Background: an optimization exercise with open tools, aiming at a short achievable clock period and few clock cycles. Do not read the settings as production practice.
The RTL was checked by simulation tests, not by an equivalence proof against the original design.
Power figures rest on the tool's default switching activity, not on a simulated workload.

## design/flow/flow/run.sh

```bash
#!/bin/bash
# Own flow: the standard layout (standard.sh), run with a larger setup
# slack margin for ORFS's repair_timing so that the resizer keeps working on
# paths well below the design's clock period. The SDC, the synthesis and
# every other step are the standard ones.
set -euo pipefail
MARGIN=${MARGIN:-11}
sed -e "s/CLKGATE_MAP_FILE= /CLKGATE_MAP_FILE= SETUP_SLACK_MARGIN=${MARGIN} /" standard.sh > standard_margin.sh
grep -q "SETUP_SLACK_MARGIN=${MARGIN}" standard_margin.sh
bash standard_margin.sh > flow_make.log 2>&1
```

## design/flow/standard.sh

```bash
#!/bin/bash
# synth_recipe.tcl (not shown) runs the flow's synth.tcl, then flattens the netlist and writes it again
# the make line also repeats each setting of config.mk as NAME=value (left out here)
make -C /OpenROAD-flow-scripts/flow DESIGN_CONFIG=/design/flow/config.mk WORK_HOME=/design/flow/orfs CLKGATE_MAP_FILE= SYNTH_SCRIPT=/design/flow/synth_recipe.tcl "${@:-finish}"
```

## design/flow/config.mk

```make
export PLATFORM = sky130hd
export DESIGN_NAME = core_top
export DESIGN_NICKNAME = core_top
export VERILOG_FILES = /design/flow/design.v
export SDC_FILE = /design/flow/constraint.sdc
export NUM_CORES = 4
export LEC_CHECK = 0
export ABC_CLOCK_PERIOD_IN_PS = 4000
export CAP_MARGIN = 20
export CORE_MARGIN = 2
export CORE_UTILIZATION = 60
export SLEW_MARGIN = 20
export TNS_END_PERCENT = 100
```

## design/flow/constraint.sdc

```tcl
create_clock -name core_clock -period 15.0 [get_ports {CLK}]
set_input_delay 3.0000 -clock core_clock [delete_from_list [all_inputs] [get_ports {CLK}]]
set_output_delay 3.0000 -clock core_clock [all_outputs]
set_load 0.01 [all_outputs]
```

## design/flow/design.v

```verilog
`default_nettype none
package isa_pkg;
    typedef logic [2:0] reg_idx_t;
    typedef enum logic [3:0] {
        OP_MISC  = 4'b0000,
        OP_ARITH = 4'b0001,   
        OP_LOGIC = 4'b0010,   
        OP_MEM   = 4'b0011,   
        OP_MOVLL = 4'b0100,
        OP_MOVLH = 4'b0101,
        OP_MOVHL = 4'b0110,
        OP_MOVHH = 4'b0111
    } opcode_e;
    typedef enum logic [4:0] {
        FN_END    = 5'b00000,
        FN_NOP    = 5'b00011,
        FN_OUT    = 5'b01100,
        FN_MOV    = 5'b10000,
        FN_NOT    = 5'b10001,
        FN_NEG    = 5'b10010,
        FN_LDRAML = 5'b11000,
        FN_LDRAMH = 5'b11001
    } misc_func_e;
    typedef enum logic [2:0] {
        CND_JMP  = 3'b001,
        CND_JEZ  = 3'b010,
        CND_JNZ  = 3'b011,
        CND_JAZ  = 3'b100,
        CND_JBZ  = 3'b101,
        CND_JAEZ = 3'b110,
        CND_JBEZ = 3'b111
    } cond_e;
    typedef struct packed {
        logic       branch;   
        opcode_e    opcode;
        reg_idx_t   dst;
        reg_idx_t   src0;
        reg_idx_t   src1;
        logic [1:0] func;
    } reg_fmt_t;
    typedef struct packed {
        logic               branch;
        cond_e              cond;
        logic [12-1:0] target;
    } br_fmt_t;
    typedef union packed {
        reg_fmt_t r;
        br_fmt_t  b;
    } instr_u;
endpackage
`default_nettype wire
`default_nettype none
package core_pkg;
    typedef struct packed {
        logic [12-1:0]  addr;
        logic [16-1:0] wdata;
        logic                we;
    } mem_req_t;
    typedef struct packed {
        logic [16-1:0] rdata;
    } mem_rsp_t;
    typedef enum logic [3:0] {
        ALU_PASS, ALU_NOT, ALU_NEG,
        ALU_ADD, ALU_SUB, ALU_MUL, ALU_SAR,
        ALU_AND, ALU_OR, ALU_XOR, ALU_ROL
    } alu_op_e;
    typedef struct packed {
        alu_op_e           alu_op;
        logic [2:0]        ra0;
        logic [2:0]        ra1;
        logic [2:0]        wa;
        logic              we_h;
        logic              we_l;
        logic              imm;     
        logic [1:0]        lane;
        logic              load;
        logic              store;
        logic              out;
        logic              jump;
        logic              halt;
        logic              hsel;    
    } dec_t;
    typedef enum logic [2:0] {
        ST_FETCH, ST_WAIT_INSTR, ST_EXEC, ST_WAIT_LOAD,
        ST_WAIT_STORE, ST_WAIT_OUT, ST_HALT
    } seq_state_e;
endpackage
`default_nettype wire
`timescale 1ns/1ps
`default_nettype none
module ks_add32
(
    input  wire [31:0]  x,
    input  wire [31:0]  y,
    input  wire         cin,
    output logic [31:0] s
);
    wire [31:0] g [0:5];
    wire [31:0] p [0:5];
    assign g[0] = {x[31:1] & y[31:1], (x[0] & y[0]) | ((x[0] ^ y[0]) & cin)};
    assign p[0] = x ^ y;
    genvar l, i;
    generate
        for (l = 0; l < 5; l = l + 1) begin : g_lvl
            for (i = 0; i < 32; i = i + 1) begin : g_bit
                if (i >= (1 << l)) begin : g_op
                    assign g[l+1][i] = g[l][i] | (p[l][i] & g[l][i - (1 << l)]);
                    assign p[l+1][i] = p[l][i] & p[l][i - (1 << l)];
                end else begin : g_pass
                    assign g[l+1][i] = g[l][i];
                    assign p[l+1][i] = p[l][i];
                end
            end
        end
    endgenerate
    assign s = (x ^ y) ^ {g[5][30:0], cin};
endmodule
module alu
(
    input  wire [31:0]  a,
    input  wire [31:0]  b,
    input  wire         op_sub,
    input  wire         op_neg,
    input  wire         sel_sum,
    input  wire         sel_a,
    input  wire         sel_not,
    input  wire         sel_and,
    input  wire         sel_or,
    input  wire         sel_xor,
    input  wire         sel_sar,
    input  wire         sel_rol,
    output logic [31:0] result
);
    logic [31:0] s_add;
    logic [31:0] s_sub;
    logic [31:0] s_neg;
    logic [4:0]  sh;
    logic [31:0] sar;
    logic [63:0] rot;
    assign sh = b[4:0];
    ks_add32 u_add (.x(a),  .y(b),     .cin(1'b0), .s(s_add));
    ks_add32 u_sub (.x(a),  .y(~b),    .cin(1'b1), .s(s_sub));
    ks_add32 u_neg (.x(~a), .y(32'd0), .cin(1'b1), .s(s_neg));
    assign sar = $signed(a) >>> sh;
    assign rot = {a, a} << sh;
    assign result = ({32{sel_sum && !op_sub && !op_neg}} & s_add)
                  | ({32{op_sub}}  & s_sub)
                  | ({32{op_neg}}  & s_neg)
                  | ({32{sel_a}}   & a)
                  | ({32{sel_not}} & ~a)
                  | ({32{sel_and}} & (a & b))
                  | ({32{sel_or}}  & (a | b))
                  | ({32{sel_xor}} & (a ^ b))
                  | ({32{sel_sar}} & sar)
                  | ({32{sel_rol}} & rot[63:32]);
endmodule
module csa32
(
    input  wire [31:0]  x,
    input  wire [31:0]  y,
    input  wire [31:0]  z,
    output logic [31:0] s,
    output logic [31:0] c
);
    assign s = x ^ y ^ z;
    assign c = {((x[30:0] & y[30:0]) | (x[30:0] & z[30:0]) | (y[30:0] & z[30:0])), 1'b0};
endmodule
module mul_rows
(
    input  wire [31:0]   a,
    input  wire [31:0]   b,
    output logic [127:0] rows
);
    wire [31:0] pp [0:16];
    wire [31:0] l1 [0:11];
    wire [31:0] l2 [0:7];
    wire [31:0] l3 [0:5];
    wire [15:0] negs;
    wire [32:0] bx;
    assign bx = {b, 1'b0};
    genvar i, k;
    generate
        for (i = 0; i < 16; i = i + 1) begin : g_booth
            wire b2  = bx[2*i+2];
            wire b1  = bx[2*i+1];
            wire b0  = bx[2*i];
            wire one = b1 ^ b0;
            wire two = (b2 & !b1 & !b0) | (!b2 & b1 & b0);
            wire neg = b2 & !(b1 & b0);
            wire [31:0] mag = ({32{one}} & a) | ({32{two}} & {a[30:0], 1'b0});
            wire [31:0] row = mag ^ {32{neg}};
            if (i == 0) begin : g_r0
                assign pp[i] = row;
            end else begin : g_rn
                assign pp[i] = {row[31-2*i:0], {(2*i){1'b0}}};
            end
            assign negs[i] = neg;
        end
        for (i = 0; i < 16; i = i + 1) begin : g_negrow
            assign pp[16][2*i]   = negs[i];
            assign pp[16][2*i+1] = 1'b0;
        end
        for (k = 0; k < 5; k = k + 1) begin : g_l1
            csa32 u (.x(pp[3*k]), .y(pp[3*k+1]), .z(pp[3*k+2]), .s(l1[2*k]), .c(l1[2*k+1]));
        end
        assign l1[10] = pp[15];
        assign l1[11] = pp[16];
        for (k = 0; k < 4; k = k + 1) begin : g_l2
            csa32 u (.x(l1[3*k]), .y(l1[3*k+1]), .z(l1[3*k+2]), .s(l2[2*k]), .c(l2[2*k+1]));
        end
        for (k = 0; k < 2; k = k + 1) begin : g_l3
            csa32 u (.x(l2[3*k]), .y(l2[3*k+1]), .z(l2[3*k+2]), .s(l3[2*k]), .c(l3[2*k+1]));
        end
        assign l3[4] = l2[6];
        assign l3[5] = l2[7];
        for (k = 0; k < 2; k = k + 1) begin : g_l4
            csa32 u (.x(l3[3*k]), .y(l3[3*k+1]), .z(l3[3*k+2]),
                     .s(rows[64*k +: 32]), .c(rows[64*k+32 +: 32]));
        end
    endgenerate
endmodule
module mul_sum
(
    input  wire [127:0] rows,
    output logic [31:0] p
);
    wire [31:0] s5;
    wire [31:0] c5;
    wire [31:0] s6;
    wire [31:0] c6;
    csa32 u_l5 (.x(rows[0 +: 32]), .y(rows[32 +: 32]), .z(rows[64 +: 32]), .s(s5), .c(c5));
    csa32 u_l6 (.x(s5), .y(c5), .z(rows[96 +: 32]), .s(s6), .c(c6));
    ks_add32 u_add (.x(s6), .y(c6), .cin(1'b0), .s(p));
endmodule
`default_nettype wire
`timescale 1ns/1ps
`default_nettype none
module reg_file
(
    input  wire                 CLK,
    input  wire                 rst_n,
    input  wire [7:0]           rs0,
    input  wire [7:0]           rs1,
    input  wire                 e_we,
    input  wire [3:0]           e_be,
    input  wire [7:0]           e_ws,
    input  wire [31:0]          e_wd,
    input  wire                 m_we,
    input  wire [3:0]           m_be,
    input  wire [7:0]           m_ws,
    input  wire [31:0]          m_wd,
    input  wire                 l_we,
    input  wire                 l_hi,
    input  wire [1:0]           l_bm,
    input  wire [7:0]           l_ws,
    input  wire [15:0]          l_wd,
    output logic [31:0]         rd0,
    output logic [31:0]         rd1,
    output logic [31:0]         r5
);
    logic [31:0] regs [8];
    always_ff @(posedge CLK or negedge rst_n) begin
        if (!rst_n) begin
            for (int i = 0; i < 8; i++) begin
                regs[i] <= '0;
            end
        end else begin
            for (int i = 0; i < 8; i++) begin
                for (int l = 0; l < 4; l++) begin
                    if (e_we && e_ws[i] && e_be[l]) begin
                        regs[i][8*l +: 8] <= e_wd[8*l +: 8];
                    end else if (l_we && l_ws[i] && (l_hi == l[1]) && l_bm[l[0]]) begin
                        regs[i][8*l +: 8] <= l_wd[8*l[0] +: 8];
                    end else if (m_we && m_ws[i] && m_be[l]) begin
                        regs[i][8*l +: 8] <= m_wd[8*l +: 8];
                    end
                end
            end
        end
    end
    always_comb begin
        rd0 = '0;
        rd1 = '0;
        for (int i = 0; i < 8; i++) begin
            rd0 = rd0 | ({32{rs0[i]}} & regs[i]);
            rd1 = rd1 | ({32{rs1[i]}} & regs[i]);
        end
    end
    assign r5 = regs[5];
endmodule
`default_nettype wire
`timescale 1ns/1ps
`default_nettype none
`default_nettype wire
`timescale 1ns/1ps
`default_nettype none
`default_nettype wire
`timescale 1ns/1ps
`default_nettype none
module core_top
(
    input  wire                 CLK,
    input  wire                 rst_n,
    input  wire                 mem_req_ready,
    input  wire core_pkg::mem_rsp_t       mem_rsp,
    input  wire                 mem_rsp_valid,
    input  wire                 out_ready,
    output core_pkg::mem_req_t            mem_req,
    output logic                mem_req_valid,
    output logic [32-1:0]  out_data,
    output logic                out_valid,
    output logic                halted
);
    localparam int IBD = 4;   
    localparam int TQD = 4;   
    localparam int NB  = 4;   
    function automatic logic br_eval(input logic [2:0] c, input logic z, input logic n);
        case (c)
            3'd0:    br_eval = 1'b0;
            3'd1:    br_eval = 1'b1;
            3'd2:    br_eval = z;
            3'd3:    br_eval = !z;
            3'd4:    br_eval = !z && !n;
            3'd5:    br_eval = n;
            3'd6:    br_eval = !n;
            default: br_eval = z || n;
        endcase
    endfunction
    function automatic logic writes_r5(input logic [15:0] i);
        logic wr;
        wr = 1'b0;
        if (!i[15]) begin
            case (i[14:11])
                4'b0000: wr = (i[4:0] == 5'b10000) || (i[4:0] == 5'b10001) || (i[4:0] == 5'b10010) ||
                              (i[4:0] == 5'b11000) || (i[4:0] == 5'b11001);
                4'b0001, 4'b0010, 4'b0100, 4'b0101, 4'b0110, 4'b0111: wr = 1'b1;
                default: wr = 1'b0;
            endcase
        end
        writes_r5 = wr && (i[10:8] == 3'd5);
    endfunction
    function automatic logic [7:0] onehot(input logic [2:0] r);
        onehot = 8'b1 << r;
    endfunction
    localparam int C_BR = 0, C_END = 1, C_OUT = 2, C_LD = 3, C_ST = 4, C_MUL = 5, C_IMM = 6,
                   C_RDA = 7, C_RDB = 8, C_WRALU = 9, C_WRD = 10, C_SUB = 11, C_NEG = 12,
                   C_SUM = 13, C_A = 14, C_NOT = 15, C_AND = 16, C_OR = 17, C_XOR = 18,
                   C_SAR = 19, C_ROL = 20, C_BE = 21, CW = 25;
    function automatic logic [CW-1:0] decode(input logic [15:0] i);
        logic [CW-1:0] c;
        logic [3:0]    o;
        logic [4:0]    f;
        logic          misc, mov, inv, neg, ari, lgc, ld, st, mul, imm, out;
        o    = i[14:11];
        f    = i[4:0];
        misc = !i[15] && (o == 4'b0000);
        mov  = misc && (f == 5'b10000);
        inv  = misc && (f == 5'b10001);
        neg  = misc && (f == 5'b10010);
        out  = misc && (f == 5'b01100);
        ld   = misc && (f[4:1] == 4'b1100);
        ari  = !i[15] && (o == 4'b0001);
        lgc  = !i[15] && (o == 4'b0010);
        st   = !i[15] && (o == 4'b0011) && !f[1];
        mul  = ari && (f[1:0] == 2'd2);
        imm  = !i[15] && (o[3:2] == 2'b01);
        c           = '0;
        c[C_BR]     = i[15];
        c[C_END]    = misc && (f == 5'b00000);
        c[C_OUT]    = out;
        c[C_LD]     = ld;
        c[C_ST]     = st;
        c[C_MUL]    = mul;
        c[C_IMM]    = imm;
        c[C_RDA]    = out || mov || inv || neg || ld || ari || lgc || st;
        c[C_RDB]    = ari || lgc || st;
        c[C_WRALU]  = mov || inv || neg || (ari && !mul) || lgc;
        c[C_WRD]    = mov || inv || neg || ari || lgc || imm || ld;
        c[C_SUB]    = ari && (f[1:0] == 2'd1);
        c[C_NEG]    = neg;
        c[C_SUM]    = (ari && !f[1]) || neg;
        c[C_A]      = mov;
        c[C_NOT]    = inv;
        c[C_AND]    = lgc && (f[1:0] == 2'd0);
        c[C_OR]     = lgc && (f[1:0] == 2'd1);
        c[C_XOR]    = lgc && (f[1:0] == 2'd2);
        c[C_SAR]    = ari && (f[1:0] == 2'd3);
        c[C_ROL]    = lgc && (f[1:0] == 2'd3);
        c[C_BE +: 4] = imm ? (4'b0001 << o[1:0]) : 4'b1111;
        decode = c;
    endfunction
    logic [11:0]  fpc;                
    logic         rq_fetch;           
    logic         rq_load;            
    logic         rq_store;           
    logic [2:0]   rq_dst;             
    logic         rq_hi;              
    logic [1:0]   rq_bm;              
    logic         sk_v;               
    logic [28:0]  sk_req;
    logic         sk_load;
    logic         sk_store;
    logic [2:0]   sk_dst;
    logic         sk_hi;
    logic [1:0]   sk_bm;
    logic         osk_v;              
    logic [31:0]  osk_data;
    logic [3:0]   tq_fetch;
    logic [3:0]   tq_live;
    logic [11:0]  tq_pc  [TQD];
    logic [2:0]   tq_dst [TQD];
    logic [3:0]   tq_hi;
    logic [3:0]   tq_val;
    logic [1:0]   tq_bm  [TQD];
    logic [3:0]   tq_bp;              
    logic [1:0]   tq_head;
    logic [1:0]   tq_tail;
    logic [2:0]   tq_cnt;
    logic [2:0]   lf_cnt;             
    logic [IBD-1:0] ib_v;
    logic [15:0]  ib_ins [IBD];
    logic [CW-1:0] ib_ctl [IBD];
    logic [7:0]   ib_s0  [IBD];       
    logic [7:0]   ib_s1  [IBD];
    logic [7:0]   ib_sd  [IBD];
    logic [11:0]  ib_pc1 [IBD];       
    logic [IBD-1:0] ib_pred;          
    logic [IBD-1:0] ib_wr5;
    logic [IBD-1:0] ib_bp;
    logic         m2_v;
    logic [7:0]   m2_sd;
    logic [31:0]  m2_a;
    logic [31:0]  m2_b;
    logic         m3_v;
    logic [7:0]   m3_sd;
    logic [3:0]   m3_be;              
    logic [127:0] m3_r;
    logic [NB-1:0]  bt_v;
    logic [11:0]    bt_pc  [NB];
    logic [11:0]    bt_tgt [NB];
    logic [1:0]     bt_ptr;
    logic           bt_hit;
    logic [11:0]    bt_t;
    logic [31:0]  ra;
    logic [31:0]  rb;
    logic [31:0]  r5;
    logic         r5z;
    logic         r5n;
    logic         acc;
    logic         rq_read;
    logic         rq_data;
    logic         cur_pend;
    assign acc      = mem_req_valid && mem_req_ready;
    assign rq_read  = mem_req_valid && (rq_fetch || rq_load);
    assign rq_data  = mem_req_valid && (rq_load || rq_store);
    assign cur_pend = rq_data && !mem_req_ready;
    logic         rsp_v;
    logic         rsp_ins;
    logic         rsp_ld;
    logic [15:0]  rw;
    assign rw      = mem_rsp.rdata;
    assign rsp_v   = mem_rsp_valid && (tq_cnt != 3'd0);
    assign rsp_ins = rsp_v && tq_fetch[tq_head] && tq_live[tq_head];
    assign rsp_ld  = rsp_v && !tq_fetch[tq_head];
    logic [15:0]  w;
    logic         ir_v;
    logic [CW-1:0] ec;
    logic [7:0]   s0;
    logic [7:0]   s1;
    logic [7:0]   sd;
    logic [2:0]   fd;
    logic [1:0]   ff;
    logic [4:0]   fn;
    logic         e_br, e_end, e_out, e_ld, e_mul, e_st, e_imm;
    logic         rd_a, rd_b, wr_alu, wr_d;
    assign w      = ib_ins[0];
    assign ec     = ib_ctl[0];
    assign ir_v   = ib_v[0];
    assign s0     = ib_s0[0];
    assign s1     = ib_s1[0];
    assign sd     = ib_sd[0];
    assign fd     = w[10:8];
    assign ff     = w[1:0];
    assign fn     = w[4:0];
    assign e_br   = ec[C_BR];
    assign e_end  = ec[C_END];
    assign e_out  = ec[C_OUT];
    assign e_ld   = ec[C_LD];
    assign e_mul  = ec[C_MUL];
    assign e_st   = ec[C_ST];
    assign e_imm  = ec[C_IMM];
    assign rd_a   = ec[C_RDA];
    assign rd_b   = ec[C_RDB];
    assign wr_alu = ec[C_WRALU];
    assign wr_d   = ec[C_WRD];
    logic [7:0]   busy;
    logic         haz;
    logic         tq_ok;
    logic         e_can;
    logic         e_fire;
    logic         e_data;
    logic         e_ofire;
    logic         o_free;
    logic         halt_now;
    assign haz      = (rd_a && |(s0 & busy)) || (rd_b && |(s1 & busy)) || (e_br && busy[5]);
    assign tq_ok    = (tq_cnt + {2'b0, rq_read} + {2'b0, sk_v && sk_load}) <= 3'(TQD - 1);
    assign e_can    = ir_v && !haz && !halted;
    assign e_fire   = e_can && !e_end && (!(e_ld || e_st) || (!sk_v && (!e_ld || tq_ok))) &&
                      (!e_out || !osk_v);
    assign e_data   = e_fire && (e_ld || e_st);
    assign e_ofire  = e_fire && e_out;
    assign o_free   = !out_valid || out_ready;
    assign halt_now = ir_v && e_end && !halted && !sk_v && !osk_v && o_free &&
                      (!(mem_req_valid && rq_store) || mem_req_ready);
    logic         e_take;
    logic         e_redir;
    logic [11:0]  e_tgt;
    logic         haz5;
    logic [7:0]   pv;
    logic         d_pt;
    logic         bp_h;
    logic [11:0]  d_tgt;
    logic [11:0]  rsp_pc1;
    logic         d_redir;
    logic         kill;
    assign r5z     = (r5 == 32'd0);
    assign r5n     = r5[31];
    assign e_take  = br_eval(w[14:12], r5z, r5n);
    assign e_redir = e_can && e_br && (e_take != ib_pred[0]);
    assign e_tgt   = e_take ? w[11:0] : ib_pc1[0];
    logic         zk;                 
    logic         zq;                 
    assign zk = e_can && ec[C_SUB] && ib_wr5[0] && !busy[5] && !(|(ib_v[IBD-1:1] & ib_wr5[IBD-1:1]));
    assign zq = (ra == rb);
    logic [7:0]   pv0;
    logic [7:0]   pv1;
    always_comb begin
        haz5 = busy[5] || |(ib_v & ib_wr5);
        for (int c = 0; c < 8; c++) begin
            if (!haz5) begin
                pv0[c] = br_eval(3'(c), r5z, r5n);
                pv1[c] = br_eval(3'(c), r5z, r5n);
            end else if (zk) begin
                case (c)
                    0:       begin pv0[c] = 1'b0; pv1[c] = 1'b0; end
                    2:       begin pv0[c] = 1'b0; pv1[c] = 1'b1; end
                    3, 4, 5: begin pv0[c] = 1'b1; pv1[c] = 1'b0; end
                    default: begin pv0[c] = 1'b1; pv1[c] = 1'b1; end
                endcase
            end else begin
                pv0[c] = (c != 0);
                pv1[c] = (c != 0);
            end
        end
        pv = zq ? pv1 : pv0;
    end
    assign rsp_pc1 = tq_pc[tq_head] + 12'd1;
    assign d_pt    = rw[15] && (zq ? pv1[rw[14:12]] : pv0[rw[14:12]]);
    assign bp_h    = tq_bp[tq_head];
    assign d_redir = rsp_ins && (bp_h ? !d_pt : d_pt);
    assign d_tgt   = bp_h ? rsp_pc1 : rw[11:0];
    assign kill    = e_redir || d_redir;
    always_comb begin
        bt_hit = 1'b0;
        bt_t   = 12'd0;
        for (int i = 0; i < NB; i++) begin
            if (bt_v[i] && bt_pc[i] == fpc) begin
                bt_hit = 1'b1;
                bt_t   = bt_t | bt_tgt[i];
            end
        end
    end
    logic [31:0]  alu_res;
    logic [127:0] mt_r;
    logic [31:0]  mul_res;
    logic         e_wen;
    logic [31:0]  e_wd;
    logic [7:0]   l_ws;
    assign l_ws = onehot(tq_dst[tq_head]);
    reg_file u_rf (
        .CLK(CLK), .rst_n(rst_n), .rs0(s0), .rs1(s1),
        .e_we(e_wen), .e_be(ec[C_BE +: 4]), .e_ws(sd), .e_wd(e_wd),
        .m_we(m3_v), .m_be(m3_be), .m_ws(m3_sd), .m_wd(mul_res),
        .l_we(rsp_ld), .l_hi(tq_hi[tq_head]), .l_bm(tq_bm[tq_head]), .l_ws(l_ws), .l_wd(rw),
        .rd0(ra), .rd1(rb), .r5(r5)
    );
    alu u_alu (
        .a(ra), .b(rb),
        .op_sub(ec[C_SUB]), .op_neg(ec[C_NEG]),
        .sel_sum(ec[C_SUM]), .sel_a(ec[C_A]), .sel_not(ec[C_NOT]),
        .sel_and(ec[C_AND]), .sel_or(ec[C_OR]), .sel_xor(ec[C_XOR]),
        .sel_sar(ec[C_SAR]), .sel_rol(ec[C_ROL]),
        .result(alu_res)
    );
    mul_rows u_mrows (.a(m2_a), .b(m2_b), .rows(mt_r));
    mul_sum  u_msum  (.rows(m3_r), .p(mul_res));
    assign e_wen = e_can && (wr_alu || e_imm);
    assign e_wd  = e_imm ? {4{w[7:0]}} : alu_res;
    logic         ew_v;
    logic [3:0]   ew_be;
    assign ew_v  = e_wen || (e_can && e_mul);
    assign ew_be = e_mul ? 4'hf : ec[C_BE +: 4];
    function automatic logic [1:0] ld_mask(input logic [1:0] bm, input logic [2:0] dst, input logic hi);
        ld_mask = bm;
        if (ew_v && dst == fd) begin
            ld_mask = bm & ~(hi ? ew_be[3:2] : ew_be[1:0]);
        end
    endfunction
    logic [7:0]   busy_n;
    logic [3:0]   m3_be_n;
    assign m3_be_n = (ew_v && (sd == m2_sd)) ? ~ew_be : 4'hf;
    always_comb begin
        busy_n = ((e_can && e_mul) ? sd : 8'b0) | ((m2_v && (m3_be_n != 4'd0)) ? m2_sd : 8'b0);
        if (e_data && e_ld) begin
            busy_n = busy_n | sd;
        end
        if (mem_req_valid && rq_load && (ld_mask(rq_bm, rq_dst, rq_hi) != 2'd0)) begin
            busy_n = busy_n | onehot(rq_dst);
        end
        if (sk_v && sk_load && (ld_mask(sk_bm, sk_dst, sk_hi) != 2'd0)) begin
            busy_n = busy_n | onehot(sk_dst);
        end
        for (int i = 0; i < TQD; i++) begin
            if (tq_val[i] && !tq_fetch[i] && !(tq_pop && tq_head == 2'(i)) &&
                (ld_mask(tq_bm[i], tq_dst[i], tq_hi[i]) != 2'd0)) begin
                busy_n = busy_n | onehot(tq_dst[i]);
            end
        end
    end
    always_ff @(posedge CLK or negedge rst_n) begin
        if (!rst_n) begin
            busy <= 8'd0;
        end else begin
            busy <= busy_n;
        end
    end
    logic         credit_ok;
    logic         fetch_ok;
    logic [11:0]  fpc_next;
    logic [2:0]   ib_n;
    logic [28:0]  e_req;
    assign ib_n      = 3'(ib_v[0]) + 3'(ib_v[1]) + 3'(ib_v[2]) + 3'(ib_v[3]);
    assign credit_ok = ({1'b0, ib_n} + {1'b0, lf_cnt} + {3'b0, mem_req_valid && rq_fetch}) <= 4'(IBD - 1);
    assign fetch_ok  = (credit_ok || e_redir) && tq_ok;
    assign e_req     = e_ld ? {ra[11:0], 16'h0, 1'b0} : {rb[11:0], ff[0] ? ra[31:16] : ra[15:0], 1'b1};
    always_comb begin
        if (e_redir) begin
            fpc_next = e_tgt;
        end else if (d_redir) begin
            fpc_next = d_tgt;
        end else if (acc && rq_fetch) begin
            fpc_next = bt_hit ? bt_t : fpc + 12'd1;
        end else begin
            fpc_next = fpc;
        end
    end
    always_ff @(posedge CLK or negedge rst_n) begin
        if (!rst_n) begin
            fpc           <= 12'h008;
            mem_req_valid <= 1'b0;
            rq_fetch      <= 1'b0;
            rq_load       <= 1'b0;
            rq_store      <= 1'b0;
            rq_dst        <= 3'd0;
            rq_hi         <= 1'b0;
            rq_bm         <= 2'd0;
            sk_bm         <= 2'd0;
            sk_v          <= 1'b0;
            sk_req        <= '0;
            sk_load       <= 1'b0;
            sk_store      <= 1'b0;
            sk_dst        <= 3'd0;
            sk_hi         <= 1'b0;
        end else begin
            fpc <= fpc_next;
            rq_bm <= ld_mask(rq_bm, rq_dst, rq_hi);
            sk_bm <= ld_mask(sk_bm, sk_dst, sk_hi);
            if (halted || halt_now) begin
                mem_req_valid <= 1'b0;
                rq_fetch      <= 1'b0;
                rq_load       <= 1'b0;
                rq_store      <= 1'b0;
                sk_v          <= 1'b0;
            end else if (cur_pend) begin
                if (e_data) begin
                    sk_v     <= 1'b1;
                    sk_req   <= e_req;
                    sk_load  <= e_ld;
                    sk_store <= e_st;
                    sk_dst   <= fd;
                    sk_hi    <= fn[0];
                    sk_bm    <= 2'b11;
                end
            end else if (sk_v) begin
                mem_req_valid <= 1'b1;
                rq_fetch      <= 1'b0;
                rq_load       <= sk_load;
                rq_store      <= sk_store;
                rq_dst        <= sk_dst;
                rq_hi         <= sk_hi;
                rq_bm         <= ld_mask(sk_bm, sk_dst, sk_hi);
                sk_v          <= e_data;
                if (e_data) begin
                    sk_req   <= e_req;
                    sk_load  <= e_ld;
                    sk_store <= e_st;
                    sk_dst   <= fd;
                    sk_hi    <= fn[0];
                    sk_bm    <= 2'b11;
                end
            end else if (e_data) begin
                mem_req_valid <= 1'b1;
                rq_fetch      <= 1'b0;
                rq_load       <= e_ld;
                rq_store      <= e_st;
                rq_dst        <= fd;
                rq_hi         <= fn[0];
                rq_bm         <= 2'b11;
            end else if (fetch_ok) begin
                mem_req_valid <= 1'b1;
                rq_fetch      <= 1'b1;
                rq_load       <= 1'b0;
                rq_store      <= 1'b0;
            end else begin
                mem_req_valid <= 1'b0;
                rq_fetch      <= 1'b0;
                rq_load       <= 1'b0;
                rq_store      <= 1'b0;
            end
        end
    end
    always_ff @(posedge CLK) begin
        if (!(halted || halt_now) && !cur_pend) begin
            if (sk_v) begin
                mem_req <= sk_req;
            end else if (e_data) begin
                mem_req <= e_req;
            end else if (fetch_ok) begin
                mem_req <= {fpc_next, 16'h0, 1'b0};
            end
        end
    end
    logic tq_push;
    logic tq_pop;
    assign tq_push = acc && (rq_fetch || rq_load);
    assign tq_pop  = rsp_v;
    always_ff @(posedge CLK or negedge rst_n) begin
        if (!rst_n) begin
            tq_head  <= 2'd0;
            tq_tail  <= 2'd0;
            tq_cnt   <= 3'd0;
            tq_live  <= 4'd0;
            tq_fetch <= 4'd0;
            tq_bp    <= 4'd0;
            tq_val   <= 4'd0;
            lf_cnt   <= 3'd0;
        end else begin
            if (tq_pop) begin
                tq_val[tq_head] <= 1'b0;
            end
            if (kill) begin
                tq_live <= 4'd0;
            end
            if (tq_push) begin
                tq_fetch[tq_tail] <= rq_fetch;
                tq_live[tq_tail]  <= rq_fetch && !kill;
                tq_hi[tq_tail]    <= rq_hi;
                tq_bp[tq_tail]    <= bt_hit;
                tq_val[tq_tail]   <= 1'b1;
                tq_tail           <= tq_tail + 2'd1;
            end
            if (tq_pop) begin
                tq_head <= tq_head + 2'd1;
            end
            tq_cnt <= tq_cnt + {2'b0, tq_push} - {2'b0, tq_pop};
            if (kill) begin
                lf_cnt <= 3'd0;
            end else begin
                lf_cnt <= lf_cnt + {2'b0, tq_push && rq_fetch} - {2'b0, rsp_ins};
            end
        end
    end
    always_ff @(posedge CLK) begin
        for (int i = 0; i < TQD; i++) begin
            if (tq_push && tq_tail == 2'(i)) begin
                tq_bm[i] <= ld_mask(rq_bm, rq_dst, rq_hi);
            end else begin
                tq_bm[i] <= ld_mask(tq_bm[i], tq_dst[i], tq_hi[i]);
            end
        end
        if (tq_push) begin
            tq_pc[tq_tail]  <= mem_req[28:17];
            tq_dst[tq_tail] <= rq_dst;
        end
    end
    logic           ib_push;
    logic [IBD-1:0] v_sh;             
    logic [IBD-1:0] slot;             
    assign ib_push = rsp_ins && !e_redir;
    assign v_sh    = e_fire ? {1'b0, ib_v[IBD-1:1]} : ib_v;
    assign slot    = ~v_sh & {v_sh[IBD-2:0], 1'b1};
    always_ff @(posedge CLK or negedge rst_n) begin
        if (!rst_n) begin
            ib_v    <= '0;
            ib_pred <= '0;
            ib_wr5  <= '0;
            ib_bp   <= '0;
        end else begin
            if (e_redir) begin
                ib_v <= '0;
            end else begin
                ib_v <= v_sh | (ib_push ? slot : '0);
            end
            for (int i = 0; i < IBD; i++) begin
                if (ib_push && slot[i]) begin
                    ib_pred[i] <= d_pt;
                    ib_wr5[i]  <= writes_r5(rw);
                    ib_bp[i]   <= bp_h;
                end else if (e_fire && i < IBD - 1) begin
                    ib_pred[i] <= ib_pred[i+1];
                    ib_wr5[i]  <= ib_wr5[i+1];
                    ib_bp[i]   <= ib_bp[i+1];
                end
            end
        end
    end
    always_ff @(posedge CLK) begin
        for (int i = 0; i < IBD; i++) begin
            if (ib_push && slot[i]) begin
                ib_ins[i] <= rw;
                ib_ctl[i] <= decode(rw);
                ib_s0[i]  <= onehot(rw[7:5]);
                ib_s1[i]  <= onehot(rw[4:2]);
                ib_sd[i]  <= onehot(rw[10:8]);
                ib_pc1[i] <= rsp_pc1;
            end else if (e_fire && i < IBD - 1) begin
                ib_ins[i] <= ib_ins[i+1];
                ib_ctl[i] <= ib_ctl[i+1];
                ib_s0[i]  <= ib_s0[i+1];
                ib_s1[i]  <= ib_s1[i+1];
                ib_sd[i]  <= ib_sd[i+1];
                ib_pc1[i] <= ib_pc1[i+1];
            end
        end
    end
    logic bt_ins;
    assign bt_ins = e_can && e_br && e_take && !ib_bp[0];
    always_ff @(posedge CLK or negedge rst_n) begin
        if (!rst_n) begin
            bt_v   <= '0;
            bt_ptr <= 2'd0;
        end else if (bt_ins) begin
            bt_v[bt_ptr] <= 1'b1;
            bt_ptr       <= bt_ptr + 2'd1;
        end
    end
    always_ff @(posedge CLK) begin
        if (bt_ins) begin
            bt_pc[bt_ptr]  <= ib_pc1[0] - 12'd1;
            bt_tgt[bt_ptr] <= w[11:0];
        end
    end
    always_ff @(posedge CLK or negedge rst_n) begin
        if (!rst_n) begin
            m2_v      <= 1'b0;
            m3_v      <= 1'b0;
            out_valid <= 1'b0;
            osk_v     <= 1'b0;
            halted    <= 1'b0;
        end else begin
            m2_v <= e_can && e_mul;
            m3_v <= m2_v;
            if (halt_now) begin
                halted <= 1'b1;
            end
            if (halted || halt_now) begin
                out_valid <= 1'b0;
                osk_v     <= 1'b0;
            end else if (!o_free) begin
                if (e_ofire) begin
                    osk_v <= 1'b1;
                end
            end else if (osk_v) begin
                out_valid <= 1'b1;
                osk_v     <= e_ofire;
            end else begin
                out_valid <= e_ofire;
            end
        end
    end
    always_ff @(posedge CLK) begin
        if (e_can && e_mul) begin
            m2_a  <= ra;
            m2_b  <= rb;
            m2_sd <= sd;
        end
        if (m2_v) begin
            m3_r  <= mt_r;
            m3_sd <= m2_sd;
            m3_be <= m3_be_n;
        end
        if (!o_free) begin
            if (e_ofire) begin
                osk_data <= ra;
            end
        end else if (osk_v) begin
            out_data <= osk_data;
            if (e_ofire) begin
                osk_data <= ra;
            end
        end else if (e_ofire) begin
            out_data <= ra;
        end
    end
endmodule
`default_nettype wire
```

==> results of run 1 <==
-- how the worst max path moves through the flow --
stage / startpoint / endpoint / slack (ns) / cells after the start
after CTS: ib_s1[0][6] / u_rf.regs[0][28] / 10.30 / 20
after detailed placement: mem_rsp_valid / ib_sd[0][7] / 8.56 / 8
after global placement: mem_rsp_valid / ib_s0[0][2] / 8.62 / 8
after floorplan: mem_rsp_valid / ib_bp[3] / 9.02 / 4
-- kinds of logic after synthesis --
group / count (synthesis) / share of synthesized area, %
mux: 620 / 8.90
flops: 1111 / 41.1
xor+xnor: 485 / 5.57
fa+ha+maj: 439 / 9.22
compound gates: 2165 / 19.2
simple gates: 1724 / 10.8
buf+inv: 946 / 5.17
-- repair_timing --
item,4_1_cts
cloned,109
setup endpoints to repair,1486
pin swaps,325
hold buffers,0
buffers inserted,469
resized for setup,1444
-- per-layer routing --
layer | GRT overflow | track usage [%]
met5 | 0 | 29.7
met4 | 28 | 56.0
met3 | 7 | 54.1
met2 | 41 | 82.9
met1 | 6 | 75.5
-- through the flow --
stage	std cells	hold WS [ns]	power [W]	area [um2]	setup slack [ns]
floorplan	7490	0.424	0.00648	77200	9.02
detailed placement	8799	0.453	0.00758	78600	8.56
CTS	9600	0.469	0.0114	93700	10.30
global placement	8799	0.448	0.00751	78600	8.62
-- power groups by stage --
stage	Combinational, W	Clock, W	Sequential, W
CTS	0.00413	0.00307	0.00418
floorplan	0.00246	0	0.00402
global placement	0.00328	0	0.00422
detailed placement	0.00335	0	0.00423
==> flow_summary.toml, run 1 <==
[global_route]
grt_max_degree = 76
grt_usage_pct = 69.0
grt-ovfl-total = 82

[logic_synthesis]
synth_cell_type_count = 122
synth_async_sr_flop_share_pct = 33.9
synth_top_area_share_pct = 28.6
synth.ff_latch_count = 1111
syn_avg_cell_area_um2 = 10.2
syn-instance-count = 7490
synthDominantAreaCellType = "sky130_fd_sc_hd__edfxtp_1"
synth_enable_flop_cells = 726
post_synth_most_frequent_cells = "sky130_fd_sc_hd__nand2_1 (788), sky130_fd_sc_hd__edfxtp_1 (726), sky130_fd_sc_hd__a22oi_1 (517)"
leading_cell_type_by_number_of_instances_after_synthesis = "sky130_fd_sc_hd__nand2_1"
total_nets_after_synthesis = 7950
ys_dominant_reg_cell = "sky130_fd_sc_hd__edfxtp_1"
synth-seq-area-share_pct = 41.1
syn-cell-area_um2 = 76400
synth_area_leaders = "sky130_fd_sc_hd__edfxtp_1 (29%), sky130_fd_sc_hd__dfrtp_1 (12%), sky130_fd_sc_hd__fa_1 (5.4%)"
ys.warnings.count = 25

[clock_network]
cts.htree.levels = 3
clockRootBuffer = "sky130_fd_sc_hd__clkbuf_16"
ctsLongestPathBuffers = 3
cts_buffers = 117
numClockSinks = 1111

[floorplan]
num_io_pins = 85
initial_utilization_pct = 60.7
die_x_um = 361
fp.dieH_um = 361
rows = 130

[status]
outcome = "aborted with a tool error"
haltStage = "5_1_grt"
error = "[ERROR GRT-0232] Routing congestion too high. Check the congestion heatmap in the GUI."

[place]
final_hpwl_dp_um = 204000
io_buffer_count = 84
gp_congestion = 1.04
Testbench counts, summed over its fixed seeds: cycles 73,386.
==> run 2: changes to the inputs <==
--- a/design/flow/config.mk
+++ b/design/flow/config.mk
@@ -8,6 +8,6 @@
 export ABC_CLOCK_PERIOD_IN_PS = 4000
 export CAP_MARGIN = 20
 export CORE_MARGIN = 2
-export CORE_UTILIZATION = 60
+export CORE_UTILIZATION = 50
 export SLEW_MARGIN = 20
 export TNS_END_PERCENT = 100
==> flow_summary.toml, run 2 <==
[logic_synthesis]
ys_dominant_reg_cell = "sky130_fd_sc_hd__edfxtp_1"
synth_area_leaders = "sky130_fd_sc_hd__edfxtp_1 (29%), sky130_fd_sc_hd__dfrtp_1 (12%), sky130_fd_sc_hd__fa_1 (5.4%)"
leading_cell_type_by_number_of_instances_after_synthesis = "sky130_fd_sc_hd__nand2_1"
synth_enable_flop_cells = 726
synth_cell_type_count = 122
ys.warnings.count = 25
total_nets_after_synthesis = 7950
synth.ff_latch_count = 1111
synth_async_sr_flop_share_pct = 33.9
synth_top_area_share_pct = 28.6
synth-seq-area-share_pct = 41.1
syn_avg_cell_area_um2 = 10.2
syn-instance-count = 7490
synthDominantAreaCellType = "sky130_fd_sc_hd__edfxtp_1"
post_synth_most_frequent_cells = "sky130_fd_sc_hd__nand2_1 (788), sky130_fd_sc_hd__edfxtp_1 (726), sky130_fd_sc_hd__a22oi_1 (517)"
syn-cell-area_um2 = 76400

[final_layout]
largest_register = "u_rf.regs"
largest_register_ff_count = 256
layout-area-overhead-vs-synth_pct = 31.8
final_cell_area_excluding_filler_cells_um2 = 101000
largestRegisters = "u_rf.regs (256), ib_ctl (96), m3_r (89)"
highest_count_cells_in_the_layout_ignoring_fill_and_taps = "sky130_fd_sc_hd__edfxtp_1 (726), sky130_fd_sc_hd__nand2_1 (675), sky130_fd_sc_hd__buf_4 (487)"
drive_above_1_share_pct = 31.3
fillerInstances = 11400
nets = 8573
most_common_cell_after_layout_fill_and_taps_aside = "sky130_fd_sc_hd__edfxtp_1"

[timing]
setup_repair_after_global_routing_missed_its_margin = "yes"
whs_ns = 0.471
period_needed_ns = 5.07
post-route-worst-setup-slack_ns = 9.93
final_hold_viol_count = 0
max_clock_freq_ghz = 0.197
slew_viol_final = 0
tightest_slew_ns = 1.34
setup-tns-final_ns = 0
report.final.setup_viol = 0
worst_slew_margin_rel_pct = 10.4
fin_crit_sh_pct = 33.8
skew_ns = 0.111

[drt]
drt-pass1-iter-count = 13
drc = 0
finalWirelength_um = 362000
routed_via_density = 7.08
drtAntennaViolNets = 0
dr_total_vias = 72700
dr.first_iter.drc_count = 11700
route.detailed.wl_per_inst_um = 35.2

[clock_network]
numClockSinks = 1111
ctsLongestPathBuffers = 3
path_clk_slew_ns = 0.07
cts_buffers = 120
clockRootBuffer = "sky130_fd_sc_hd__clkbuf_16"
cts.htree.levels = 3
clock_latency_ns = 0.84
tritoncts = "done"
cts_hold_fix_bufs = 0

[worst_setup_path]
timing.critical_path.max_delay_family = "compound AO/OA/AOI/OAI gates"
critical_r2r_launch = "ib_s1[0][2]"
cp_max_fo = 17
stage_delay_of_the_slowest_cell_on_the_critical_path_ns = 0.49
path_buf_inv = 3
setup.worst_path.end_class = "register"
critical_path.slowest_cell = "sky130_fd_sc_hd__a222oi_1"
worstSetupPathType = "register to register"
critical_path.reg2reg.endpoint = "u_rf.regs[0][28]"
worst-r2r-cell-count = 17
reg2reg_setup_slack_ns = 9.93
crit_path_cell_trace = "buf_12, a22oi_1, and4_4, buf_12, ha_4, a21oi_4, o31ai_4, a211o_1, a31oi_4, o211ai_4, a221o_2, a222oi_1, mux2_2, a221o_1, o21ai_4, buf_6, o21ai_1"
timing.critical_path.from_type = "register"
critPathArrivalTime_ns = 5.73
worst_ep_required_time_ns = 15.66
path_common_cell = "sky130_fd_sc_hd__buf_12"

[place]
gp_congestion = 1.03
placement_stage_cell_area_um2 = 79000
final_hpwl_dp_um = 203000
io_buffer_count = 84
pre_cts_ws_ns = 8.17

[global_route]
globalRouteMet2Util_pct = 60.2
antenna_found_initial = 20
layer_with_the_highest_usage = "met2"
grt-ovfl-total = 0
groute.layer.met3.usage_pct = 17.5
grt_max_degree = 144
grt_pass1_vias = 68100
grt.met1_usage_pct = 55.8
grt_pass1_wl_um = 493000
grt_usage_pct = 43.4

[power]
pwr_density_cell_nw_per_um2 = 122
p_leak_nw = 39.6
fin_total_pwr_w = 0.0123
maximum_ir_drop_on_the_vdd_rail_v = 0.000114

[floorplan]
fp.dieH_um = 395
initial_utilization_pct = 50.3
coreArea_um2 = 152000
rows = 143
die_outline_area_um2 = 156000
die_x_um = 395
num_io_pins = 85

[job]
drv_cap = 0

[worst_hold_path]
min-delay-path-class = "register to register"
holdPathEnd = "bt_v[1]"
holdPathStages = 1
min_from = "bt_v[1]"

[status]
outcome = "no timing/DRC/antenna violations"
## run 2: cell counts after synthesis
Identical to the previous run, type by type.
## run 2: kinds of logic after synthesis
logic type | Yosys count | share of synthesized area (%)
adders and majority gates | 439 | 9.22
xor gates and xnor gates | 485 | 5.57
AOI/OAI and AO/OA | 2165 | 19.2
and+or+nand+nor | 1724 | 10.8
buffers and inverters | 946 | 5.17
DFF | 1111 | 41.1
muxes | 620 | 8.90
## run 2: worst max path at each step
stage / from / to / slack [ns] / cells after the start
after global routing: ib_s1[0][1] / u_rf.regs[3][28] / 9.89 / 17
after CTS: ib_s0[0][1] / u_rf.regs[0][28] / 10.02 / 19
after global placement: mem_rsp_valid / ib_pc1[1][3] / 8.20 / 7
after floorplan: mem_rsp_valid / ib_bp[3] / 9.02 / 4
after detailed placement: mem_rsp_valid / ib_pc1[1][9] / 8.17 / 7
final: ib_s1[0][2] / u_rf.regs[0][28] / 9.93 / 17
## run 2: what timing repair did
action | CTS | global route
setup endpoints to repair | 1262 | 1244
setup buffers | 563 | 138
gates cloned | 104 | 39
pin swaps | 381 | 342
resized for setup | 1668 | 661
## run 2: report_power, final
group / total, W / internal, W / switching, W
Clock: 0.00327 / 0.00184 / 0.00143
Combinational: 0.00474 / 0.00201 / 0.00273
Sequential: 0.00426 / 0.00370 / 0.000551
## run 2: final cells by class
type                            count  area [um2]  share of cell area [%]
Multi-Input combinational cell   5456       47300                    47.0
Inverter                          335        1480                    1.47
Clock buffer                      140        3190                    3.17
Timing Repair inverter              1        16.3                  0.0162
Antenna cell                       20        50.0                  0.0497
Tap cell                         2030        2540                    2.52
Timing Repair Buffer             1088       13600                    13.5
Sequential cell                  1111       31400                    31.2
Clock inverter                     90        1090                    1.08
## run 2: metrics by stage
stage               util [%]  std cells
finish                  66.3      10300
detailed placement      52.1       9174
CTS                     63.4      10100
global placement        52.1       9174
global route            66.3      10300
floorplan                  -       7490
## run 2: per-layer routing
metal | vias to the layer above | share of wire [%]
li1 | 29100 | -
met1 | 35800 | 35
met2 | 6115 | 41
met3 | 1707 | 16
met4 | 16 | 8.4
met5 | - | 0.15
==> run 3: changes to the inputs <==
--- a/design/flow/design.v
+++ b/design/flow/design.v
@@ -256,9 +256,33 @@
     input  wire [15:0]          l_wd,
     output logic [31:0]         rd0,
     output logic [31:0]         rd1,
-    output logic [31:0]         r5
+    output logic [31:0]         r5,
+    output logic [255:0]        nxt,         
+    output logic [255:0]        nxt_em       
 );
     logic [31:0] regs [8];
+    always_comb begin
+        for (int i = 0; i < 8; i++) begin
+            for (int l = 0; l < 4; l++) begin
+                if (e_we && e_ws[i] && e_be[l]) begin
+                    nxt_em[32*i+8*l +: 8] = e_wd[8*l +: 8];
+                end else if (m_we && m_ws[i] && m_be[l]) begin
+                    nxt_em[32*i+8*l +: 8] = m_wd[8*l +: 8];
+                end else begin
+                    nxt_em[32*i+8*l +: 8] = regs[i][8*l +: 8];
+                end
+                if (e_we && e_ws[i] && e_be[l]) begin
+                    nxt[32*i+8*l +: 8] = e_wd[8*l +: 8];
+                end else if (l_we && l_ws[i] && (l_hi == l[1]) && l_bm[l[0]]) begin
+                    nxt[32*i+8*l +: 8] = l_wd[8*l[0] +: 8];
+                end else if (m_we && m_ws[i] && m_be[l]) begin
+                    nxt[32*i+8*l +: 8] = m_wd[8*l +: 8];
+                end else begin
+                    nxt[32*i+8*l +: 8] = regs[i][8*l +: 8];
+                end
+            end
+        end
+    end
     always_ff @(posedge CLK or negedge rst_n) begin
         if (!rst_n) begin
             for (int i = 0; i < 8; i++) begin
@@ -266,15 +290,7 @@
             end
         end else begin
             for (int i = 0; i < 8; i++) begin
-                for (int l = 0; l < 4; l++) begin
-                    if (e_we && e_ws[i] && e_be[l]) begin
-                        regs[i][8*l +: 8] <= e_wd[8*l +: 8];
-                    end else if (l_we && l_ws[i] && (l_hi == l[1]) && l_bm[l[0]]) begin
-                        regs[i][8*l +: 8] <= l_wd[8*l[0] +: 8];
-                    end else if (m_we && m_ws[i] && m_be[l]) begin
-                        regs[i][8*l +: 8] <= m_wd[8*l +: 8];
-                    end
-                end
+                regs[i] <= nxt[32*i +: 32];
             end
         end
     end
@@ -372,7 +388,7 @@
         c[C_ST]     = st;
         c[C_MUL]    = mul;
         c[C_IMM]    = imm;
-        c[C_RDA]    = out || mov || inv || neg || ld || ari || lgc || st;
+        c[C_RDA]    = i[15] || out || mov || inv || neg || ld || ari || lgc || st;
         c[C_RDB]    = ari || lgc || st;
         c[C_WRALU]  = mov || inv || neg || (ari && !mul) || lgc;
         c[C_WRD]    = mov || inv || neg || ari || lgc || imm || ld;
@@ -427,6 +443,16 @@
     logic [IBD-1:0] ib_pred;          
     logic [IBD-1:0] ib_wr5;
     logic [IBD-1:0] ib_bp;
+    logic         ex_v;               
+    logic [15:0]  ex_w;
+    logic [CW-1:0] ex_ctl;
+    logic [7:0]   ex_sd;
+    logic [11:0]  ex_pc1;
+    logic         ex_pred;
+    logic         ex_bp;
+    logic         ex_wr5;
+    logic [31:0]  opA;                
+    logic [31:0]  opB;
     logic         m2_v;
     logic [7:0]   m2_sd;
     logic [31:0]  m2_a;
@@ -473,12 +499,12 @@
     logic [4:0]   fn;
     logic         e_br, e_end, e_out, e_ld, e_mul, e_st, e_imm;
     logic         rd_a, rd_b, wr_alu, wr_d;
-    assign w      = ib_ins[0];
-    assign ec     = ib_ctl[0];
-    assign ir_v   = ib_v[0];
+    assign w      = ex_w;
+    assign ec     = ex_ctl;
+    assign ir_v   = ex_v;
     assign s0     = ib_s0[0];
     assign s1     = ib_s1[0];
-    assign sd     = ib_sd[0];
+    assign sd     = ex_sd;
     assign fd     = w[10:8];
     assign ff     = w[1:0];
     assign fn     = w[4:0];
@@ -502,11 +528,17 @@
     logic         e_ofire;
     logic         o_free;
     logic         halt_now;
-    assign haz      = (rd_a && |(s0 & busy)) || (rd_b && |(s1 & busy)) || (e_br && busy[5]);
+    logic [7:0]   busy_rr;
+    logic         rr_haz;
+    logic         rr_adv;
+    assign busy_rr  = busy | (m2_v ? m2_sd : 8'b0) | ((ex_v && (e_mul || e_ld)) ? sd : 8'b0);
+    assign rr_haz   = (ib_ctl[0][C_RDA] && |(s0 & busy_rr)) || (ib_ctl[0][C_RDB] && |(s1 & busy_rr));
+    assign haz      = 1'b0;
     assign tq_ok    = (tq_cnt + {2'b0, rq_read} + {2'b0, sk_v && sk_load}) <= 3'(TQD - 1);
-    assign e_can    = ir_v && !haz && !halted;
+    assign e_can    = ir_v && !halted;
     assign e_fire   = e_can && !e_end && (!(e_ld || e_st) || (!sk_v && (!e_ld || tq_ok))) &&
                       (!e_out || !osk_v);
+    assign rr_adv   = ib_v[0] && !halted && (!ex_v || e_fire) && !rr_haz && !e_redir;
     assign e_data   = e_fire && (e_ld || e_st);
     assign e_ofire  = e_fire && e_out;
     assign o_free   = !out_valid || out_ready;
@@ -525,37 +557,17 @@
     logic         kill;
     assign r5z     = (r5 == 32'd0);
     assign r5n     = r5[31];
-    assign e_take  = br_eval(w[14:12], r5z, r5n);
-    assign e_redir = e_can && e_br && (e_take != ib_pred[0]);
-    assign e_tgt   = e_take ? w[11:0] : ib_pc1[0];
-    logic         zk;                 
-    logic         zq;                 
-    assign zk = e_can && ec[C_SUB] && ib_wr5[0] && !busy[5] && !(|(ib_v[IBD-1:1] & ib_wr5[IBD-1:1]));
-    assign zq = (ra == rb);
-    logic [7:0]   pv0;
-    logic [7:0]   pv1;
+    assign e_take  = br_eval(w[14:12], opA == 32'd0, opA[31]);
+    assign e_redir = e_can && e_br && (e_take != ex_pred);
+    assign e_tgt   = e_take ? w[11:0] : ex_pc1;
     always_comb begin
-        haz5 = busy[5] || |(ib_v & ib_wr5);
+        haz5 = busy_rr[5] || |(ib_v & ib_wr5) || (ex_v && ex_wr5) || (m3_v && m3_sd[5] && (m3_be != 4'd0));
         for (int c = 0; c < 8; c++) begin
-            if (!haz5) begin
-                pv0[c] = br_eval(3'(c), r5z, r5n);
-                pv1[c] = br_eval(3'(c), r5z, r5n);
-            end else if (zk) begin
-                case (c)
-                    0:       begin pv0[c] = 1'b0; pv1[c] = 1'b0; end
-                    2:       begin pv0[c] = 1'b0; pv1[c] = 1'b1; end
-                    3, 4, 5: begin pv0[c] = 1'b1; pv1[c] = 1'b0; end
-                    default: begin pv0[c] = 1'b1; pv1[c] = 1'b1; end
-                endcase
-            end else begin
-                pv0[c] = (c != 0);
-                pv1[c] = (c != 0);
-            end
+            pv[c] = haz5 ? (c != 0) : br_eval(3'(c), r5z, r5n);
         end
-        pv = zq ? pv1 : pv0;
     end
     assign rsp_pc1 = tq_pc[tq_head] + 12'd1;
-    assign d_pt    = rw[15] && (zq ? pv1[rw[14:12]] : pv0[rw[14:12]]);
+    assign d_pt    = rw[15] && pv[rw[14:12]];
     assign bp_h    = tq_bp[tq_head];
     assign d_redir = rsp_ins && (bp_h ? !d_pt : d_pt);
     assign d_tgt   = bp_h ? rsp_pc1 : rw[11:0];
@@ -577,13 +589,26 @@
     logic [31:0]  e_wd;
     logic [7:0]   l_ws;
     assign l_ws = onehot(tq_dst[tq_head]);
+    logic [255:0] rf_nxt;
+    logic [31:0]  opA_n;
+    logic [31:0]  opB_n;
     reg_file u_rf (
         .CLK(CLK), .rst_n(rst_n), .rs0(s0), .rs1(s1),
         .e_we(e_wen), .e_be(ec[C_BE +: 4]), .e_ws(sd), .e_wd(e_wd),
         .m_we(m3_v), .m_be(m3_be), .m_ws(m3_sd), .m_wd(mul_res),
         .l_we(rsp_ld), .l_hi(tq_hi[tq_head]), .l_bm(tq_bm[tq_head]), .l_ws(l_ws), .l_wd(rw),
-        .rd0(ra), .rd1(rb), .r5(r5)
+        .rd0(), .rd1(), .r5(r5), .nxt(), .nxt_em(rf_nxt)
     );
+    always_comb begin
+        opA_n = '0;
+        opB_n = '0;
+        for (int i = 0; i < 8; i++) begin
+            opA_n = opA_n | ({32{s0[i]}} & rf_nxt[32*i +: 32]);
+            opB_n = opB_n | ({32{s1[i]}} & rf_nxt[32*i +: 32]);
+        end
+    end
+    assign ra = opA;
+    assign rb = opB;
     alu u_alu (
         .a(ra), .b(rb),
         .op_sub(ec[C_SUB]), .op_neg(ec[C_NEG]),
@@ -594,11 +619,11 @@
     );
     mul_rows u_mrows (.a(m2_a), .b(m2_b), .rows(mt_r));
     mul_sum  u_msum  (.rows(m3_r), .p(mul_res));
-    assign e_wen = e_can && (wr_alu || e_imm);
+    assign e_wen = e_fire && (wr_alu || e_imm);
     assign e_wd  = e_imm ? {4{w[7:0]}} : alu_res;
     logic         ew_v;
     logic [3:0]   ew_be;
-    assign ew_v  = e_wen || (e_can && e_mul);
+    assign ew_v  = e_wen || (e_fire && e_mul);
     assign ew_be = e_mul ? 4'hf : ec[C_BE +: 4];
     function automatic logic [1:0] ld_mask(input logic [1:0] bm, input logic [2:0] dst, input logic hi);
         ld_mask = bm;
@@ -610,7 +635,7 @@
     logic [3:0]   m3_be_n;
     assign m3_be_n = (ew_v && (sd == m2_sd)) ? ~ew_be : 4'hf;
     always_comb begin
-        busy_n = ((e_can && e_mul) ? sd : 8'b0) | ((m2_v && (m3_be_n != 4'd0)) ? m2_sd : 8'b0);
+        busy_n = 8'b0;
         if (e_data && e_ld) begin
             busy_n = busy_n | sd;
         end
@@ -797,7 +822,7 @@
     logic [IBD-1:0] v_sh;             
     logic [IBD-1:0] slot;             
     assign ib_push = rsp_ins && !e_redir;
-    assign v_sh    = e_fire ? {1'b0, ib_v[IBD-1:1]} : ib_v;
+    assign v_sh    = rr_adv ? {1'b0, ib_v[IBD-1:1]} : ib_v;
     assign slot    = ~v_sh & {v_sh[IBD-2:0], 1'b1};
     always_ff @(posedge CLK or negedge rst_n) begin
         if (!rst_n) begin
@@ -816,7 +841,7 @@
                     ib_pred[i] <= d_pt;
                     ib_wr5[i]  <= writes_r5(rw);
                     ib_bp[i]   <= bp_h;
-                end else if (e_fire && i < IBD - 1) begin
+                end else if (rr_adv && i < IBD - 1) begin
                     ib_pred[i] <= ib_pred[i+1];
                     ib_wr5[i]  <= ib_wr5[i+1];
                     ib_bp[i]   <= ib_bp[i+1];
@@ -829,11 +854,11 @@
             if (ib_push && slot[i]) begin
                 ib_ins[i] <= rw;
                 ib_ctl[i] <= decode(rw);
-                ib_s0[i]  <= onehot(rw[7:5]);
+                ib_s0[i]  <= rw[15] ? onehot(3'd5) : onehot(rw[7:5]);
                 ib_s1[i]  <= onehot(rw[4:2]);
                 ib_sd[i]  <= onehot(rw[10:8]);
                 ib_pc1[i] <= rsp_pc1;
-            end else if (e_fire && i < IBD - 1) begin
+            end else if (rr_adv && i < IBD - 1) begin
                 ib_ins[i] <= ib_ins[i+1];
                 ib_ctl[i] <= ib_ctl[i+1];
                 ib_s0[i]  <= ib_s0[i+1];
@@ -843,8 +868,30 @@
             end
         end
     end
+    always_ff @(posedge CLK or negedge rst_n) begin
+        if (!rst_n) begin
+            ex_v <= 1'b0;
+        end else if (rr_adv) begin
+            ex_v <= 1'b1;
+        end else if (e_fire || e_redir) begin
+            ex_v <= 1'b0;
+        end
+    end
+    always_ff @(posedge CLK) begin
+        if (rr_adv) begin
+            ex_w    <= ib_ins[0];
+            ex_ctl  <= ib_ctl[0];
+            ex_sd   <= ib_sd[0];
+            ex_pc1  <= ib_pc1[0];
+            ex_pred <= ib_pred[0];
+            ex_bp   <= ib_bp[0];
+            ex_wr5  <= ib_wr5[0];
+            opA     <= opA_n;
+            opB     <= opB_n;
+        end
+    end
     logic bt_ins;
-    assign bt_ins = e_can && e_br && e_take && !ib_bp[0];
+    assign bt_ins = e_can && e_br && e_take && !ex_bp;
     always_ff @(posedge CLK or negedge rst_n) begin
         if (!rst_n) begin
             bt_v   <= '0;
@@ -856,7 +903,7 @@
     end
     always_ff @(posedge CLK) begin
         if (bt_ins) begin
-            bt_pc[bt_ptr]  <= ib_pc1[0] - 12'd1;
+            bt_pc[bt_ptr]  <= ex_pc1 - 12'd1;
             bt_tgt[bt_ptr] <= w[11:0];
         end
     end
@@ -868,7 +915,7 @@
             osk_v     <= 1'b0;
             halted    <= 1'b0;
         end else begin
-            m2_v <= e_can && e_mul;
+            m2_v <= e_fire && e_mul;
             m3_v <= m2_v;
             if (halt_now) begin
                 halted <= 1'b1;
@@ -889,7 +936,7 @@
         end
     end
     always_ff @(posedge CLK) begin
-        if (e_can && e_mul) begin
+        if (e_fire && e_mul) begin
             m2_a  <= ra;
             m2_b  <= rb;
             m2_sd <= sd;
==> flow_summary.toml, run 3 <==
[power]
p_leak_nw = 42.0
pwr-share-seq_pct = 38.5
pwr_density_cell_nw_per_um2 = 105
power.combinational.fraction_pct = 29.4
share_of_power_burned_in_the_clock_network_pct = 32.1
switchingPower_w = 0.00384
maximum_ir_drop_on_the_vdd_rail_v = 0.000143
netSwitchingFraction_pct = 33.8
fin_total_pwr_w = 0.0114
internal_power_w = 0.00751

[worst_setup_path]
timing.critical_path.from_type = "register"
setup.worst_path.end_class = "register"
worst_ep_required_time_ns = 15.36
critPathArrivalTime_ns = 5.35
cp_max_fo = 4
worstSetupPathType = "register to register"

[global_route]
grt_max_degree = 68
grt-ovfl-total = 0
antenna_found_initial = 30
grt_pass1_vias = 73200
layer_with_the_highest_usage = "met2"
groute.layer.met3.usage_pct = 13.8
grt_usage_pct = 44.7
globalRouteMet2Util_pct = 66.1
grt_pass1_wl_um = 543000
grt.met1_usage_pct = 56.8

[floorplan]
die_x_um = 410
die_outline_area_um2 = 168000
rows = 149
initial_utilization_pct = 50.2
coreArea_um2 = 164000
fp.dieH_um = 410
num_io_pins = 85

[timing]
report.final.setup_viol = 0
max_clock_freq_ghz = 0.201
final_hold_viol_count = 0
worst_slew_margin_rel_pct = 12.3
fin_crit_sh_pct = 33.2
setup_repair_after_global_routing_missed_its_margin = "yes"
tightest_slew_ns = 1.32
skew_ns = 0.0300
period_needed_ns = 4.98
slew_viol_final = 0
setup-tns-final_ns = 0

[drt]
routed_via_density = 7.07
drc = 0
dr_total_vias = 79100
drtAntennaViolNets = 0
finalWirelength_um = 402000
route.detailed.wl_per_inst_um = 36.0
drt-pass1-iter-count = 8
dr.first_iter.drc_count = 12100

[final_layout]
nets = 9333
layout-area-overhead-vs-synth_pct = 31.2
largest_register = "u_rf.regs"
largest_register_ff_count = 256
largestRegisters = "u_rf.regs (256), ib_ctl (96), m3_r (89)"
highest_count_cells_in_the_layout_ignoring_fill_and_taps = "sky130_fd_sc_hd__edfxtp_1 (850), sky130_fd_sc_hd__nand2_1 (784), sky130_fd_sc_hd__buf_4 (548)"
most_common_cell_after_layout_fill_and_taps_aside = "sky130_fd_sc_hd__edfxtp_1"
drive_above_1_share_pct = 29.7

[logic_synthesis]
synth_top_area_share_pct = 30.9
post_synth_most_frequent_cells = "sky130_fd_sc_hd__nand2_1 (942), sky130_fd_sc_hd__edfxtp_1 (850), sky130_fd_sc_hd__o21ai_0 (620)"
syn-instance-count = 8234
synth_area_leaders = "sky130_fd_sc_hd__edfxtp_1 (31%), sky130_fd_sc_hd__dfrtp_1 (11%), sky130_fd_sc_hd__fa_1 (5.0%)"
synth-seq-area-share_pct = 42.6
ys_dominant_reg_cell = "sky130_fd_sc_hd__edfxtp_1"
ys.warnings.count = 25
total_nets_after_synthesis = 8704
leading_cell_type_by_number_of_instances_after_synthesis = "sky130_fd_sc_hd__nand2_1"
synth.ff_latch_count = 1236
synth_async_sr_flop_share_pct = 30.6
syn-cell-area_um2 = 82500
synth_cell_type_count = 95
synth_enable_flop_cells = 850
syn_avg_cell_area_um2 = 10.0
synthDominantAreaCellType = "sky130_fd_sc_hd__edfxtp_1"

[worst_hold_path]
min-delay-path-class = "register to register"

[clock_network]
cts_buffers = 145
clockRootBuffer = "sky130_fd_sc_hd__clkbuf_16"
clock_latency_ns = 0.83
cts.htree.levels = 4
numClockSinks = 1236
path_clk_slew_ns = 0.06
tritoncts = "done"
ctsLongestPathBuffers = 3
cts_hold_fix_bufs = 0

[place]
gp_congestion = 1.03
final_hpwl_dp_um = 239000
io_buffer_count = 84

[status]
outcome = "no timing/DRC/antenna violations"

[job]
drv_cap = 0
-- run 3: changes by cell type in the layout (fill, tap and decap cells not counted), sizes merged, moves of 48 or more --
| cell | before | now |
|---|---|---|
| edfxtp | 726 | 850 |
| o22ai | 13 | 200 |
| nor2 | 273 | 465 |
| mux2i | 318 | 261 |
| mux4 | 19 | 74 |
| o21ai | 516 | 636 |
| a21oi | 334 | 425 |
| nand2 | 805 | 992 |
| a22oi | 529 | 332 |
| clkbuf | 164 | 212 |
| o211ai | 339 | 214 |
-- run 3: metal layers --
metal / vias to the layer above / wire length [um]
met5: - / 347
met4: 32 / 34400
met3: 1954 / 53900
met2: 6570 / 172000
met1: 38700 / 141000
li1: 31800 / -
-- run 3: logic make-up (layout without fill, tap and decap cells) --
family | count (synthesis) | count (layout) | synth area share (%)
flip-flops | 1236 | 1236 | 42.6
AO/OA/AOI/OAI | 2401 | 2401 | 18.9
other | 0 | 15 | 0
AND/OR/NAND/NOR | 2085 | 2148 | 11.4
multiplexers | 585 | 585 | 8.70
adder cells (fa/ha/maj) | 449 | 449 | 8.69
buffers and inverters | 1006 | 1695 | 4.68
XOR/XNOR | 472 | 472 | 5.01
-- run 3: final cells by class --
cell class / count / area, um2
inverter: 340 / 1440
antenna: 15 / 37.5
timing repair inverter: 4 / 37.5
sequential: 1236 / 35200
clock inverter: 83 / 850
tap: 2189 / 2740
multi-input combinational: 6055 / 51200
fill: 12500 / 56200
timing repair buffer: 1081 / 12900
clock buffer: 187 / 3900
-- run 3: final timing paths --
check	start	endpoint	slack, ns	cells past startpoint
worst max-delay path	m3_r[21]	opB[28]	10.02	15
worst min-delay path	ib_sd[0][6]	ex_sd[6]	0.42	0
worst max register to register	m3_r[21]	opB[28]	10.02	15
worst min register to register	ib_sd[0][6]	ex_sd[6]	0.42	0
max in group asynchronous	rst_n	tq_head[0]	11.43	4
min in group asynchronous	rst_n	u_rf.regs[0][29]	2.06	1
-- run 3: metrics by stage --
step	cell area, um2	utilization, %	hold WS (ns)	setup WS (ns)	cells
detailed placement	86200	52.4	0.405	8.38	10100
floorplan	84100	-	0.400	9.69	8234
global placement	86100	52.4	0.401	8.38	10100
CTS	101000	61.6	0.416	10.17	10800
finish	108000	65.8	0.418	10.02	11200
global route	108000	65.8	0.424	10.02	11200
-- run 3: power by group through the flow --
| stage | clock, W | combinational (W) | sequential [W] |
|---|---|---|---|
| floorplan | 0 | 0.00184 | 0.00424 |
| global placement | 0 | 0.00238 | 0.00438 |
| CTS | 0.00363 | 0.00283 | 0.00434 |
| global route | 0.00377 | 0.00353 | 0.00440 |
| detailed placement | 0 | 0.00241 | 0.00439 |
| finish | 0.00364 | 0.00334 | 0.00437 |
-- run 3: repair_timing --
action / 4_1_cts / 5_1_grt
pin swaps: 267 / 386
gates resized for setup: 1441 / 759
setup buffers: 407 / 262
endpoints found under the setup margin: 1628 / 1050
endpoints found under the hold margin: 0 / 0
gates cloned: 92 / 67
-- run 3: critical path, cell delays in order (launching register included) --
cell and delay (ns):
sky130_fd_sc_hd__edfxtp_1 0.40, sky130_fd_sc_hd__fa_1 0.51, sky130_fd_sc_hd__fa_1 0.58, sky130_fd_sc_hd__ha_4 0.22, sky130_fd_sc_hd__a21o_1 0.17, sky130_fd_sc_hd__a311o_1 0.29, sky130_fd_sc_hd__a21o_1 0.19, sky130_fd_sc_hd__a21o_1 0.17
sky130_fd_sc_hd__a221o_1 0.37, sky130_fd_sc_hd__a21oi_4 0.19, sky130_fd_sc_hd__xor2_4 0.18, sky130_fd_sc_hd__buf_12 0.16, sky130_fd_sc_hd__o21ai_4 0.06, sky130_fd_sc_hd__mux2_4 0.30, sky130_fd_sc_hd__a32oi_2 0.22, sky130_fd_sc_hd__nand4_1 0.50
Testbench counts of run 3, summed over its fixed seeds: cycles 75,937.

-- what the ideal ports hide --
The flow's constraints put no driver on any port. The routed layouts listed below were extracted and timed again, unchanged, in two steps. Step 1 (the two cells are an assumption about what drives the block):
set clk [get_ports {CLK}]
set_driving_cell -lib_cell sky130_fd_sc_hd__clkbuf_16 $clk
set_driving_cell -lib_cell sky130_fd_sc_hd__buf_2 [delete_from_list [all_inputs] $clk]
Step 2 moves the port delays by t, midway between the first and last clock arrival at a register: inputs arrive t later, outputs are due t later. That takes back most of the time a late clock gives input paths. a / b / c = no drivers / after step 1 / after step 2; a / b = the first two.
run	shift t [ns]	setup slack, ns	worst setup path at the end	worst slew at a driven data input, ns
run 2	0.873	9.931 / 9.931 / 9.456	input to register	0.09
run 3	0.910	10.016 / 10.016 / 9.198	input to register	0.30
After both steps setup and hold are still met in every run listed. For run 3, which loses most, drivers alone change the setup slack by 0.000 ns; drivers and shift together by -0.818 ns.
